This design comes from an exercise in tuning for a short achievable clock period and few clock cycles on the open sky130 flow, not from production work. Function was checked by simulation only, so behaviour that the tests miss may differ from the original. Power figures rest on the tool's default switching activity, not on a simulated workload.

==> design/flow/design.v <==
package acc_cpu_pkg;
  localparam int WORD_W   = 8;
  localparam int RF_DEPTH = 16;
  typedef enum logic [3:0] {
    op_nop  = 4'd0,
    op_add  = 4'd1,
    op_sub  = 4'd2,
    op_and  = 4'd3,
    op_xor  = 4'd4,
    op_shl  = 4'd5,
    op_shr  = 4'd6,
    op_ld   = 4'd7,
    op_st   = 4'd8,
    op_li   = 4'd9,
    op_beq  = 4'd10,
    op_bne  = 4'd11,
    op_jmp  = 4'd12,
    op_halt = 4'd13
  } opcode_e;
  typedef struct packed {
    logic              is_put;
    logic [WORD_W-1:0] imm;
  } put_form_t;
  typedef struct packed {
    logic       is_put;
    opcode_e    op;
    logic [3:0] rsvd;
  } op_form_t;
  typedef union packed {
    put_form_t put;
    op_form_t  cmd;
  } instr_u;
  typedef struct packed {
    logic    reg_we;
    logic    mem_we;
    logic    mem_to_reg;
    logic    imm_to_reg;
    logic    put_en;
    logic    op_en;
    logic    halt;
    opcode_e alu_op;
  } ctrl_t;
  typedef struct packed {
    logic       we;
    logic [7:0] addr;
    instr_u     word;
  } prog_wr_t;
endpackage
`timescale 1ns/1ps
module prog_counter #(
  parameter int PROG_DEPTH = 256
) (
  input  logic                          clk,
  input  logic                          rst,
  input  logic                          req,
  input  logic                          jump,
  input  logic                          branch_taken,
  input  logic                          halt,
  input  logic [7:0]                    target,
  output logic [$clog2(PROG_DEPTH)-1:0] pc,
  output logic                          running,
  output logic                          done
);
  localparam int PC_W = $clog2(PROG_DEPTH);
  always_ff @(posedge clk) begin
    if (rst) begin
      running <= 1'b0;
      done    <= 1'b0;
      pc      <= '0;
    end else if (!running) begin
      if (req) begin
        running <= 1'b1;
        done    <= 1'b0;
        pc      <= '0;
      end
    end else if (halt) begin
      running <= 1'b0;
      done    <= 1'b1;
    end else if (jump || branch_taken) begin
      pc <= target[PC_W-1:0];
    end else begin
      pc <= pc + 1'b1;
    end
  end
endmodule
`timescale 1ns/1ps
module instr_rom #(
  parameter int PROG_DEPTH = 256
) (
  input  logic                          clk,
  input  acc_cpu_pkg::prog_wr_t                      prog_wr,
  input  logic                          running,
  input  logic [$clog2(PROG_DEPTH)-1:0] pc,
  output acc_cpu_pkg::instr_u                        instr
);
  localparam int PC_W = $clog2(PROG_DEPTH);
  logic [8:0] prog [PROG_DEPTH];
  logic load_ok;
  assign load_ok = prog_wr.we && !running && (int'(prog_wr.addr) < PROG_DEPTH);
  always_ff @(posedge clk) begin
    if (load_ok) begin
      prog[prog_wr.addr[PC_W-1:0]] <= prog_wr.word;
    end
  end
  assign instr = prog[pc];
endmodule
`timescale 1ns/1ps
module decoder (
  input  acc_cpu_pkg::instr_u            instr,
  input  logic              running,
  output acc_cpu_pkg::ctrl_t             ctrl,
  output logic [acc_cpu_pkg::WORD_W-1:0] put_value,
  output logic              jump
);
  assign put_value = instr.put.imm;
  always_comb begin
    ctrl        = '0;
    ctrl.alu_op = acc_cpu_pkg::op_nop;
    jump        = 1'b0;
    if (running) begin
      if (instr.put.is_put) begin
        ctrl.put_en = 1'b1;
      end else begin
        ctrl.op_en  = 1'b1;
        ctrl.alu_op = instr.cmd.op;
        case (instr.cmd.op)
          acc_cpu_pkg::op_add, acc_cpu_pkg::op_sub, acc_cpu_pkg::op_and, acc_cpu_pkg::op_xor, acc_cpu_pkg::op_shl, acc_cpu_pkg::op_shr: begin
            ctrl.reg_we = 1'b1;
          end
          acc_cpu_pkg::op_ld: begin
            ctrl.reg_we     = 1'b1;
            ctrl.mem_to_reg = 1'b1;
          end
          acc_cpu_pkg::op_st: begin
            ctrl.mem_we = 1'b1;
          end
          acc_cpu_pkg::op_li: begin
            ctrl.reg_we     = 1'b1;
            ctrl.imm_to_reg = 1'b1;
          end
          acc_cpu_pkg::op_beq, acc_cpu_pkg::op_bne: begin
          end
          acc_cpu_pkg::op_jmp: begin
            jump = 1'b1;
          end
          acc_cpu_pkg::op_halt: begin
            ctrl.halt = 1'b1;
          end
          default: begin
            ctrl.alu_op = acc_cpu_pkg::op_nop;
          end
        endcase
      end
    end
  end
endmodule
`timescale 1ns/1ps
module accumulator (
  input  logic              clk,
  input  logic              rst,
  input  logic              put_en,
  input  logic [acc_cpu_pkg::WORD_W-1:0] put_value,
  output logic [acc_cpu_pkg::WORD_W-1:0] r0,
  output logic [acc_cpu_pkg::WORD_W-1:0] r1,
  output logic [acc_cpu_pkg::WORD_W-1:0] r2
);
  always_ff @(posedge clk) begin
    if (rst) begin
      r0 <= '0;
      r1 <= '0;
      r2 <= '0;
    end else if (put_en) begin
      r2 <= r1;
      r1 <= r0;
      r0 <= put_value;
    end
  end
endmodule
`timescale 1ns/1ps
module alu (
  input  acc_cpu_pkg::opcode_e           alu_op,
  input  logic [acc_cpu_pkg::WORD_W-1:0] in_a,
  input  logic [acc_cpu_pkg::WORD_W-1:0] in_b,
  output logic [acc_cpu_pkg::WORD_W-1:0] result,
  output logic              branch_taken
);
  logic [2:0] shamt;
  assign shamt = in_b[2:0];
  always_comb begin
    result       = '0;
    branch_taken = 1'b0;
    case (alu_op)
      acc_cpu_pkg::op_add: begin
        result = in_a + in_b;
      end
      acc_cpu_pkg::op_sub: begin
        result = in_a - in_b;
      end
      acc_cpu_pkg::op_and: begin
        result = in_a & in_b;
      end
      acc_cpu_pkg::op_xor: begin
        result = in_a ^ in_b;
      end
      acc_cpu_pkg::op_shl: begin
        result = in_a << shamt;
      end
      acc_cpu_pkg::op_shr: begin
        result = in_a >> shamt;
      end
      acc_cpu_pkg::op_beq: begin
        branch_taken = (in_a == in_b);
      end
      acc_cpu_pkg::op_bne: begin
        branch_taken = (in_a != in_b);
      end
      default: begin
        result = '0;
      end
    endcase
  end
endmodule
`timescale 1ns/1ps
module reg_file (
  input  logic                        clk,
  input  acc_cpu_pkg::ctrl_t                       ctrl,
  input  logic [$clog2(acc_cpu_pkg::RF_DEPTH)-1:0] rd_addr_a,
  input  logic [$clog2(acc_cpu_pkg::RF_DEPTH)-1:0] rd_addr_b,
  input  logic [$clog2(acc_cpu_pkg::RF_DEPTH)-1:0] wr_addr,
  input  logic [acc_cpu_pkg::WORD_W-1:0]           alu_result,
  input  logic [acc_cpu_pkg::WORD_W-1:0]           mem_data,
  input  logic [acc_cpu_pkg::WORD_W-1:0]           imm,
  output logic [acc_cpu_pkg::WORD_W-1:0]           dat_a,
  output logic [acc_cpu_pkg::WORD_W-1:0]           dat_b
);
  logic [acc_cpu_pkg::WORD_W-1:0] core [acc_cpu_pkg::RF_DEPTH];
  logic [acc_cpu_pkg::WORD_W-1:0] wr_data;
  logic              wr_en;
  always_comb begin
    if (ctrl.mem_to_reg) begin
      wr_data = mem_data;
    end else if (ctrl.imm_to_reg) begin
      wr_data = imm;
    end else begin
      wr_data = alu_result;
    end
  end
  assign wr_en = ctrl.reg_we && ctrl.op_en;
  always_ff @(posedge clk) begin
    if (wr_en) begin
      core[wr_addr] <= wr_data;
    end
  end
  assign dat_a = core[rd_addr_a];
  assign dat_b = core[rd_addr_b];
endmodule
`timescale 1ns/1ps
module dat_mem (
  input  logic              clk,
  input  logic              we,
  input  logic [7:0]        addr,
  input  logic [acc_cpu_pkg::WORD_W-1:0] wdata,
  input  logic [7:0]        host_addr,
  output logic [acc_cpu_pkg::WORD_W-1:0] rdata,
  output logic [acc_cpu_pkg::WORD_W-1:0] host_rdata
);
  logic [acc_cpu_pkg::WORD_W-1:0] mem [256];
  always_ff @(posedge clk) begin
    if (we) begin
      mem[addr] <= wdata;
    end
  end
  assign rdata = mem[addr];
  always_ff @(posedge clk) begin
    host_rdata <= mem[host_addr];
  end
endmodule
`timescale 1ns/1ps
module acc_cpu_top #(
  parameter int PROG_DEPTH = 256
) (
  input  logic              clk,
  input  logic              rst,
  input  logic              req,
  output logic              done,
  input  logic              prog_we,
  input  logic [7:0]        prog_addr,
  input  logic [8:0]        prog_word,
  input  logic [7:0]        host_addr,
  output logic [acc_cpu_pkg::WORD_W-1:0] host_rdata
);
  localparam int PC_W = $clog2(PROG_DEPTH);
  logic [PC_W-1:0]   pc;
  logic              running;
  acc_cpu_pkg::instr_u            instr;
  acc_cpu_pkg::ctrl_t             ctrl;
  logic [acc_cpu_pkg::WORD_W-1:0] put_value;
  logic              jump;
  logic [acc_cpu_pkg::WORD_W-1:0] r0, r1, r2;
  logic [acc_cpu_pkg::WORD_W-1:0] dat_a, dat_b;
  logic [acc_cpu_pkg::WORD_W-1:0] alu_result;
  logic              branch_taken;
  logic [acc_cpu_pkg::WORD_W-1:0] mem_data;
  acc_cpu_pkg::prog_wr_t          prog_wr;
  assign prog_wr.we   = prog_we;
  assign prog_wr.addr = prog_addr;
  assign prog_wr.word = prog_word;
  prog_counter #(.PROG_DEPTH(PROG_DEPTH)) u_pc (
    .clk          (clk),
    .rst          (rst),
    .req          (req),
    .jump         (jump),
    .branch_taken (branch_taken),
    .halt         (ctrl.halt),
    .target       (r0),
    .pc           (pc),
    .running      (running),
    .done         (done)
  );
  instr_rom #(.PROG_DEPTH(PROG_DEPTH)) u_rom (
    .clk     (clk),
    .prog_wr (prog_wr),
    .running (running),
    .pc      (pc),
    .instr   (instr)
  );
  decoder u_dec (
    .instr     (instr),
    .running   (running),
    .ctrl      (ctrl),
    .put_value (put_value),
    .jump      (jump)
  );
  accumulator u_acc (
    .clk       (clk),
    .rst       (rst),
    .put_en    (ctrl.put_en),
    .put_value (put_value),
    .r0        (r0),
    .r1        (r1),
    .r2        (r2)
  );
  reg_file u_rf (
    .clk        (clk),
    .ctrl       (ctrl),
    .rd_addr_a  (r1[3:0]),
    .rd_addr_b  (r2[3:0]),
    .wr_addr    (r0[3:0]),
    .alu_result (alu_result),
    .mem_data   (mem_data),
    .imm        (r1),
    .dat_a      (dat_a),
    .dat_b      (dat_b)
  );
  alu u_alu (
    .alu_op       (ctrl.alu_op),
    .in_a         (dat_a),
    .in_b         (dat_b),
    .result       (alu_result),
    .branch_taken (branch_taken)
  );
  dat_mem u_dm (
    .clk        (clk),
    .we         (ctrl.mem_we),
    .addr       (dat_a),
    .wdata      (dat_b),
    .host_addr  (host_addr),
    .rdata      (mem_data),
    .host_rdata (host_rdata)
  );
endmodule
==> design/flow/run.sh <==
#!/bin/bash
# synth_recipe.tcl (not shown) runs the flow's synth.tcl, then flattens the netlist and writes it again
# the make line also repeats each setting of config.mk as NAME=value (left out here)
make -C /OpenROAD-flow-scripts/flow DESIGN_CONFIG=/design/flow/config.mk WORK_HOME=/design/flow/orfs CLKGATE_MAP_FILE= SYNTH_SCRIPT=/design/flow/synth_recipe.tcl finish
==> design/flow/config.mk <==
export PLATFORM = sky130hd
export DESIGN_NAME = acc_cpu_top
export DESIGN_NICKNAME = acc_cpu_top
export VERILOG_FILES = /design/flow/design.v
export SDC_FILE = /design/flow/constraint.sdc
export NUM_CORES = 4
export LEC_CHECK = 0
export CAP_MARGIN = 20
export CORE_MARGIN = 2
export CORE_UTILIZATION = 30
export SLEW_MARGIN = 20
==> design/flow/constraint.sdc <==
create_clock -name core_clock -period 8.0 [get_ports {clk}]
set_input_delay 1.6000 -clock core_clock [delete_from_list [all_inputs] [get_ports {clk}]]
set_output_delay 1.6000 -clock core_clock [all_outputs]
set_load 0.01 [all_outputs]
==> notes.md <==
[placed cells by master, fill, tap and decap left out, drive strengths merged, types with 152 or more instances in the layout]
| master | Yosys | routed |
|---|---|---|
| edfxtp | 4480 | 4480 |
| nand2 | 1583 | 1583 |
| mux4 | 1330 | 1330 |
| nor2 | 707 | 707 |
| buf | 467 | 620 |
| clkbuf | 371 | 565 |
| nand3 | 472 | 472 |
| mux2i | 380 | 380 |
| a21oi | 227 | 227 |
| clkinv | 1 | 199 |
| and3 | 154 | 154 |
| a22oi | 152 | 152 |
[layout make-up]
type                            instances  area (sq um)
Antenna cell                           44         110.1
Fill cell                           61396        426400
Clock inverter                        277          2905
Multi-Input combinational cell       6110         56650
Tap cell                             8642         10810
Sequential cell                      4534        135600
Timing Repair Buffer                  651          5924
Inverter                               40         178.9
Clock buffer                          556         11750
[Yosys cell counts, drive strengths merged, types with 11 or more instances]
cell type and count:
nand4 115, ha 17, nand2 1583, o211ai 21
a22oi 152, a32oi 115, a31oi 147, nor3 40
nand3 472, a311oi 118, mux2i 380, mux4 1330
a221oi 22, edfxtp 4480, mux2 13, nor2 707
and3 154, nor4 30, nor2b 31, clkbuf 371
a211oi 110, a32o 11, o21ai 93, dfxtp 54
a22o 18, buf 467, o2111ai 12, inv 39
and2 17, a21oi 227, o22ai 19, or3 13
[how the worst max path moves through the flow]
stage / slack, ns / end / depth (start not counted) / startpoint
floorplan: 1.73 / u_rf.core[0][5] / 14 / flip-flop
global placement: 0.64 / u_rf.core[0][5] / 14 / flip-flop
detailed placement: 0.96 / u_rf.core[3][3] / 16 / flip-flop
CTS: 0.93 / u_rf.core[4][3] / 16 / flip-flop
global route: 0.58 / u_dm.mem[190][2] / 12 / flip-flop
finish: 0.78 / u_rf.core[10][0] / 12 / flip-flop
[where the power goes]
group          switching [mW]  internal [mW]  leakage (nW)
registers              0.0451           26.1          40.7
logic                    2.44           1.18          21.1
clock network            9.44           11.9          7.12
total                    11.9           39.2          68.9
[layer usage]
layer | GRT usage | up-vias
met5 | 0.001594 | -
met4 | 0.08141 | 38
met3 | 0.05420 | 1469
met2 | 0.2883 | 7883
met1 | 0.2550 | 62342
li1 | - | 47218
[registers in the layout, indices dropped and copies added (netlist names), 4 cells and up, named ones only]
| register | flops |
|---|---|
| u_dm.host_rdata | 8 |
| u_dm.mem | 2048 |
| u_acc.r1 | 8 |
| u_acc.r2 | 4 |
| u_pc.pc | 8 |
| u_rf.core | 128 |
| u_rom.prog | 2304 |
| u_acc.r0 | 8 |
[per-stage QoR]
stage                     setup slack (ns)  instance area, sq um  total power, mW  utilization
after floorplan                      1.731                195900            28.58            -
after CTS                           0.9337                223700            51.16       0.3439
after global routing                0.5837                223900            52.24       0.3442
after detailed placement            0.9602                209000            30.15       0.3214
after global placement              0.6361                208900            30.13       0.3212
final                               0.7848                224000            51.09       0.3444
[worst register-to-register path, cell delays in order (launching register included)]
cell,delay [ns]
dfxtp_2,0.79
mux4_2,0.60
a22o_1,0.26
a221oi_2,0.36
inv_2,0.32
nand2_1,0.96
nor3_1,0.21
buf_4,0.25
nand4_1,0.64
nand3_1,0.57
or4_1,0.54
or4_1,0.72
o31a_1,0.58
[logic make-up (layout without fill, tap and decap cells)]
kind of cell,count (synthesis),after routing,synth area share
flip-flops,4534,4534,0.6921
other,0,44,0
AND/OR/NAND/NOR,3209,3209,0.07083
buffers and inverters,878,1524,0.02067
adder cells (fa/ha/maj),19,19,0.001290
multiplexers,1723,1723,0.1731
XOR/XNOR,6,6,0.0002682
AO/OA/AOI/OAI,1153,1153,0.04174
==> results.yml <==
outcome:
  status: "finished clean"
critical_path:
  crit_top_cell: "or4_1"
  crit_type: "flip-flop to flip-flop"
  timing.rr.end: "u_rf.core[10][0]"
  critical_path.top_delay_family: "simple AND/OR/NAND/NOR gates"
  crit_path_max_incr_delay_ns: 0.95
  crit_chain: "mux4_2, a22o_1, a221oi_2, inv_2, nand2_1, nor3_1, buf_4, nand4_1, nand3_1, or4_1, or4_1, o31a_1"
  slowest_stage: "nand2_1"
  crit_buf_inv: 2
  worstRegToRegCells: 12
  crit_required_ns: 8.69
  start_kind: "flip-flop"
  endpoint_kind: "flip-flop"
  rrSetupSlack_ns: 0.78
  cp_data_arrival_time_ns: 7.91
  cp_max_fo: 20
routing:
  drt_first_pass_iters: 8
  via_count: 118950
  drc_errors: 0
  met2_length_microns: 291700
  drtAntennaViolNets: 0
  dr_wl_met3_microns: 77520
  via_per_inst: 5.704
  highest_layer: "met5"
  drt_iter0_drc: 18311
  wl_met1_microns: 248400
  avgRoutedWirePerCell_microns: 31.20
  wl_microns: 650600
sta:
  post-route-period-util: 0.9019
  hold_viol: 0
  worstMarginPinSlew_ns: 1.360
  hold-worst-slack_ns: 0.4823
  fin_skew_ns: 0.1378
  drv_slew: 0
  setup-violations-final: 0
  fmax_ghz: 0.1386
  slew_headroom: 0.09313
  fin_crit_ns: 7.215
  rsz0062_at_grt: "false"
  setup-tns-final_ns: 0
pwr:
  ir_worst_vdd_v: 0.0002309
  p_per_area_mw_per_mm2: 228.1
  power.leakage_nw: 68.93
grt:
  grt_pass1_wl_microns: 903200
  antenna_found_initial: 65
  grt_max_degree: 189
  grt.total_usage: 0.1899
  grt_pass1_vias: 113471
  grt.overflow.total: 0
yosys:
  ys_seq_elements: 4534
  yosys.area.top_type_share: 0.6866
  synth-edff-count: 4480
  synth_area_sq_mm: 0.1959
  synth-main-ff-cell: "edfxtp_1"
  synth_nets: 11570
  ys_types: 100
  synth_area_leader_cell: "edfxtp_1"
  avgSynthCellArea_sq_um: 17.00
  synth_area_leaders: "edfxtp_1 69%, mux4_2 15%, nand2_1 3.0%"
  synthArstFlopShare: 0
  ys_warn_count: 7
  ys_seq_area_frac: 0.6921
  synth_cells: 11522
run:
  max_cap_violations: 0
clock_tree:
  numCtsBuffers: 450
  clk_latency_ns: 1.11
  cts_root_buffer: "clkbuf_16"
  clk_pin_slew_ns: 0.07
  ctsResizeCount: 0
  h-tree-depth: 5
  cts.sinks: 4534
  holdBufCountCts: 0
  clockBufferDepth: 4
  post_cts_buffers: 0
  cts_tree: "yes"
final_layout:
  nNetsFinal: 11835
  finalNonFillerCells: 20854
  layout-drive-gt1-share: 0.2253
  areaGrowthSynthToFinish_pct: 14.31
die:
  start_util: 0.3013
  ios: 38
  die_area_sq_mm: 0.6596
  die_w_microns: 812.1
  row_count: 296
  die_height_microns: 812.1
  core_sq_mm: 0.6503
placed_design:
  dpl.hpwl_microns: 419400
  io_buffers: 37
  gp_congestion: 0.9561
  place_inst: 19965
hold_path:
  worstHoldPathCells: 2
  min-delay-start: "u_acc.r2[2]"
  hold_class: "flip-flop to flip-flop"
Testbench counts, summed over its fixed seeds: cycles 77,782.

[separate check: timing with driven ports]
In the flow no input, the clock included, has a driving cell. The finished layout below was timed again as built, in two steps.
Step 1 sets driving cells, clkbuf_16 on the clock port and buf_2 on the other inputs (assumed; they add their load-dependent delay and slew).
Step 2, shift: input delay + t, output delay - t, t = (earliest + latest rising clock arrival at the registers) / 2. This alone moves slack from input paths to output paths.
Slacks: no drivers / after step 1 / after step 2; pairs: no drivers / after step 1.
shift t [ns]: 1.151
setup WS [ns]: 0.785 / 0.785 / 0.785
worst setup path after step 2: register to register
After both steps this run still meets setup and hold. The setup slack of this run moves by 0.000 ns with the drivers and by 0.000 ns with both steps.
